This design comes from an exercise in tuning for small area on the open sky130 flow, not from production work.
No activity file was given, so power comes from the tool's default toggle rates.

==> flow/design.v <==
`timescale 1ns/1ps
`default_nettype none
module adq_regs_top (
    input  wire                                clk_i,
    input  wire                                rst_i,
    input  wire [15-1:0]              paddr_i,
    input  wire                                psel_i,
    input  wire                                penable_i,
    input  wire                                pwrite_i,
    input  wire [16-1:0]              pwdata_i,
    output wire [16-1:0]              prdata_o,
    output wire                                pready_o,
    output wire                                pslverr_o,
    input  wire [8*16-1:0]   user_status_i,
    output wire [8*16-1:0]  user_ctrl_o,
    output wire [8-1:0]              user_strobe_o,
    output wire [36-1:0]                   sys_o,
    output wire [2*64-1:0]  cal_o,
    output wire [3-1:0]                idelay_o
);
    localparam int DW = 16;
    localparam int NW       = 23;
    localparam int W_CTRL   = 0;
    localparam int W_SKIP   = 8;
    localparam int W_IDELAY = 9;
    localparam int W_AFE    = 10;
    localparam int W_DECIM  = 11;
    localparam int W_LED    = 12;
    localparam int W_PD     = 13;
    localparam int W_DF     = 14;
    localparam int W_CAL    = 15;    
    function automatic logic [15-1:0] waddr(int w);
        case (w)
            W_SKIP:   waddr = 15'h2AA0;
            W_IDELAY: waddr = 15'h2AA1;
            W_AFE:    waddr = 15'h2AA2;
            W_DECIM:  waddr = 15'h2AA3;
            W_LED:    waddr = 15'h2AAA;
            W_PD:     waddr = 15'h2AAB;
            W_DF:     waddr = 15'h2AAC;
            15:       waddr = 15'h2AB0;
            16:       waddr = 15'h2AB0 + 1;
            17:       waddr = 15'h2AC0;
            18:       waddr = 15'h2AC0 + 1;
            19:       waddr = 15'h2AD0;
            20:       waddr = 15'h2AD0 + 1;
            21:       waddr = 15'h2AD2;
            22:       waddr = 15'h2AD2 + 1;
            default:  waddr = 15'h0030 + w[14:0];
        endcase
    endfunction
    function automatic int wwidth(int w);
        case (w)
            W_IDELAY: wwidth = 3;
            W_AFE:    wwidth = 4;
            W_DECIM:  wwidth = 9;
            W_LED:    wwidth = 3;
            W_PD:     wwidth = 2;
            W_DF:     wwidth = 2;
            default:  wwidth = DW;
        endcase
    endfunction
    function automatic logic [DW-1:0] wreset(int w);
        case (w)
            15, 16:  wreset = 16'sd1024;
            17, 18:  wreset = 16'sd0;
            19, 20:  wreset = 16'sd8191;
            21, 22:  wreset = (-16'sd8192);
            default: wreset = '0;
        endcase
    endfunction
    logic setup_q;
    logic done;
    logic wr;
    always_ff @(posedge clk_i) begin
        setup_q <= psel_i && !penable_i && !rst_i;
    end
    assign done = psel_i && penable_i && !setup_q && !rst_i;
    assign wr   = done && pwrite_i;
    logic [NW-1:0] hit;
    logic [3:0]    hit_ver;
    logic [7:0]    hit_status;
    logic          mapped;
    logic          read_only;
    always_comb begin
        for (int w = 0; w < NW; w++) begin
            hit[w] = (paddr_i == waddr(w));
        end
        for (int v = 0; v < 4; v++) begin
            hit_ver[v] = (paddr_i == 15'h0000 + v);
        end
        for (int s = 0; s < 8; s++) begin
            hit_status[s] = (paddr_i == 15'h0020 + s);
        end
    end
    assign read_only = |hit_ver || |hit_status;
    assign mapped    = |hit || read_only;
    assign pready_o  = done;
    assign pslverr_o = done && (!mapped || (pwrite_i && read_only));
    logic [DW-1:0] wdata0;    
    logic [DW-1:0] wdata1;    
    logic [NW-1:0] we;
    logic [NW-1:0] load;
    logic [DW-1:0] word_q [NW];
    assign wdata0 = pwdata_i & {DW{!rst_i}};
    assign wdata1 = pwdata_i | {DW{rst_i}};
    assign we     = {NW{wr}} & hit;
    assign load   = we | {NW{rst_i}};
    for (genvar w = 0; w < NW; w++) begin : g_word
        localparam int WW = wwidth(w);
        localparam logic [DW-1:0] RV = wreset(w);
        for (genvar b = 0; b < DW; b++) begin : g_bit
            if (b < WW) begin : g_used
                logic q;
                always_ff @(posedge clk_i) begin
                    if (load[w]) begin
                        q <= RV[b] ? wdata1[b] : wdata0[b];
                    end
                end
                assign word_q[w][b] = q;
            end else begin : g_unused
                assign word_q[w][b] = 1'b0;
            end
        end
    end
    for (genvar i = 0; i < 8; i++) begin : g_ctrl_out
        assign user_ctrl_o[i*DW +: DW] = word_q[W_CTRL + i];
    end
    assign sys_o = {word_q[W_SKIP],
                    word_q[W_AFE][4-1:0],
                    word_q[W_DECIM][9-1:0],
                    word_q[W_LED][3-1:0],
                    word_q[W_PD][2-1:0],
                    word_q[W_DF][2-1:0]};
    for (genvar ch = 0; ch < 2; ch++) begin : g_cal_out
        assign cal_o[ch*64 +: 64] = {word_q[W_CAL + ch],
                                                       word_q[W_CAL + 2 + ch],
                                                       word_q[W_CAL + 4 + ch],
                                                       word_q[W_CAL + 6 + ch]};
    end
    logic [8-1:0] strobe_q;
    always_ff @(posedge clk_i) begin
        strobe_q <= we[W_CTRL +: 8];
    end
    assign user_strobe_o = strobe_q;
    logic [DW-1:0] rd_mux;
    logic [DW-1:0] rdata_q;
    logic          cap;
    logic [NW*DW-1:0] word_flat;
    for (genvar w = 0; w < NW; w++) begin : g_flat
        assign word_flat[w*DW +: DW] = word_q[w];
    end
    adq_rd_mux u_rd_mux (
        .sel_ver_i    (hit_ver),
        .sel_status_i (hit_status),
        .sel_word_i   (hit),
        .status_i     (user_status_i),
        .word_i       (word_flat),
        .rd_o         (rd_mux)
    );
    assign cap = !penable_i;
    always_ff @(posedge clk_i) begin
        if (cap) begin
            rdata_q <= rd_mux;
        end
    end
    assign prdata_o = rdata_q;
    logic       rise;
    logic       rise1_q;
    logic       rise2_q;
    logic       load_q;
    logic [1:0] tap_q;
    logic       tap_load;
    assign rise = we[W_IDELAY] && pwdata_i[2] && !word_q[W_IDELAY][2];
    assign tap_load = rise2_q || rst_i;
    always_ff @(posedge clk_i) begin
        rise1_q <= rise;
        rise2_q <= rise1_q;
        load_q  <= rise2_q && !rst_i;
        if (tap_load) begin
            tap_q <= word_q[W_IDELAY][1:0] & {2{!rst_i}};
        end
    end
    assign idelay_o = {load_q, tap_q};
endmodule
module adq_rd_mux (
    input  wire [4-1:0]           sel_ver_i,
    input  wire [8-1:0]            sel_status_i,
    input  wire [22:0]                      sel_word_i,
    input  wire [8*16-1:0] status_i,
    input  wire [23*16-1:0]        word_i,
    output logic [16-1:0]          rd_o
);
    localparam int DW = 16;
    function automatic int wwidth(int w);
        case (w)
            9:       wwidth = 3;
            10:      wwidth = 4;
            11:      wwidth = 9;
            12:      wwidth = 3;
            13:      wwidth = 2;
            14:      wwidth = 2;
            default: wwidth = DW;
        endcase
    endfunction
    always_comb begin
        rd_o = '0;
        if (sel_ver_i[0]) rd_o = rd_o | {8'h07, 8'h01};
        if (sel_ver_i[1]) rd_o = rd_o | {6'h11, 4'h2, 6'h03};
        if (sel_ver_i[3]) rd_o = rd_o | {8'hA5, 8'h00};
        for (int s = 0; s < 8; s++) begin
            rd_o = rd_o | ({DW{sel_status_i[s]}} & status_i[s*DW +: DW]);
        end
        for (int w = 0; w < 23; w++) begin
            for (int b = 0; b < DW; b++) begin
                if (b < wwidth(w)) begin
                    rd_o[b] = rd_o[b] | (sel_word_i[w] & word_i[w*DW + b]);
                end
            end
        end
    end
endmodule
`default_nettype wire
export LEC_CHECK = 0
export CAP_MARGIN = 20
export CORE_MARGIN = 2
export CORE_UTILIZATION = 40
export CTS_BUF_LIST = sky130_fd_sc_hd__clkbuf_2 sky130_fd_sc_hd__clkbuf_4
export GPL_TIMING_DRIVEN = 0
export PLACE_DENSITY = 0.6
export SLEW_MARGIN = 20
export SYNTH_HIERARCHICAL = 1
export SYNTH_MINIMUM_KEEP_SIZE = 0
create_clock -name core_clock -period 5.0 [get_ports {clk_i}]
standard.sh (not shown) runs the stock make flow with config.mk's settings and CLKGATE_MAP_FILE= SYNTH_SCRIPT=/design/flow/synth_recipe.tcl, a recipe that flattens the netlist after the stock synthesis.
==> flow/flow/run.sh <==
#!/bin/bash
set -euo pipefail
bash standard.sh "BUFFER_PORTS_ARGS=-buffer_cell sky130_fd_sc_hd__buf_1" \
  "CTS_ARGS=-sink_clustering_enable -repair_clock_nets -buf_list {sky130_fd_sc_hd__clkbuf_8 sky130_fd_sc_hd__clkbuf_16} -sink_clustering_size 30 -sink_clustering_max_diameter 80 -dont_use_dummy_load" \
  REMOVE_ABC_BUFFERS=1 RECOVER_POWER=100 \
  finish > flow_make.log 2>&1
The starting point completed and failed the layout checks on capacitance limit, slew limit.
Edit:
==> flow/flow/run.sh (replaced) <==
#!/bin/bash
set -euo pipefail
bash standard.sh "BUFFER_PORTS_ARGS=-buffer_cell sky130_fd_sc_hd__buf_1" \
  "CTS_ARGS=-sink_clustering_enable -repair_clock_nets -buf_list {sky130_fd_sc_hd__clkbuf_8 sky130_fd_sc_hd__clkbuf_16} -sink_clustering_size 30 -sink_clustering_max_diameter 80 -dont_use_dummy_load" \
  finish > flow_make.log 2>&1
- GPL_TIMING_DRIVEN: 0 -> not set
=> The new run completed with no timing, DRC or antenna violations. Wire length rises by 0.82%. Combinational power falls by about 1%. Critical path depth rises by 1. Non-clock buffer count rises by 25. Fmax rises by 10%. Synthesized cell count is unchanged. Global-route usage is about the same.
Edit:
==> flow/flow/run.sh (replaced) <==
#!/bin/bash
# Standard ORFS layout (the standard.sh, standard synthesis), with the
# port buffers made from the smallest buffer cell. Full make output goes to
# flow_make.log in the work folder; ORFS's own per-step logs stay under orfs/logs.
set -euo pipefail
bash standard.sh "BUFFER_PORTS_ARGS=-buffer_cell sky130_fd_sc_hd__buf_1" finish > flow_make.log 2>&1
- CAP_MARGIN: 20 -> 0
- CORE_UTILIZATION: 40 -> 65
- PLACE_DENSITY: 0.6 -> 0.8
- SLEW_MARGIN: 20 -> 0
After rerunning: The changed run passed the timing, design-rule and antenna checks. Wire length shrinks by 7.5%. Die area decreases by 38%. Total power came out higher by 12%. Final area increases by 1.1%. First-iteration DRC count went up by 41%. Setup slack is worse by 6.8 ps.
Edit:
==> flow/flow/run.sh (replaced) <==
#!/bin/bash
set -euo pipefail
bash standard.sh "BUFFER_PORTS_ARGS=-buffer_cell sky130_fd_sc_hd__buf_1" \
  "CTS_ARGS=-sink_clustering_enable -repair_clock_nets -buf_list {sky130_fd_sc_hd__clkbuf_8} -sink_clustering_size 20 -sink_clustering_max_diameter 60 -dont_use_dummy_load" \
  finish > flow_make.log 2>&1
- CAP_MARGIN: 0 -> 20
- CORE_UTILIZATION: 65 -> 40
- PLACE_DENSITY: 0.8 -> 0.6
- SLEW_MARGIN: 0 -> 20
- The changed run completed with no timing, DRC or antenna violations
- die area grows by well over a third
- clock skew increases by 33 ps
- final area decreases slightly
No functional check of the RTL was part of any run of this note.

==> re-timing with driven ports <==
In the flow no input, the clock included, has a driving cell. The finished layouts below were timed again as built, in two steps.
Step 1, drivers: a clkbuf_16 drives clk_i and a buf_2 each remaining input, both assumed.
Step 2, shift: input delay + t, output delay - t, t = (earliest + latest rising clock arrival at the registers) / 2. This alone moves slack from input paths to output paths.
Slacks: ideal / step 1 / step 2; pairs: ideal / step 1.
| run | t, ns | setup slack, ns | latest minus earliest clock arrival (ns) | worst slew at a driven data input, ns | slew violations |
|---|---|---|---|---|---|
| the first run | 0.559 | 0.304 / 0.331 / -0.228 | 0.064 / 0.064 | 0.08 | 72 / 96 |
| the second run | 0.567 | 0.748 / 0.728 / 0.728 | 0.074 / 0.074 | 0.10 | 0 / 0 |
| the third run | 0.716 | 0.741 / 0.713 / 0.640 | 0.056 / 0.057 | 0.12 | 0 / 0 |
| the fourth run | 0.638 | 0.742 / 0.723 / 0.704 | 0.076 / 0.076 | 0.10 | 0 / 0 |
The drivers bring new slew violations in the first run. For the first run, which loses most, drivers alone change the setup slack by +0.027 ns; drivers and shift together by -0.532 ns.
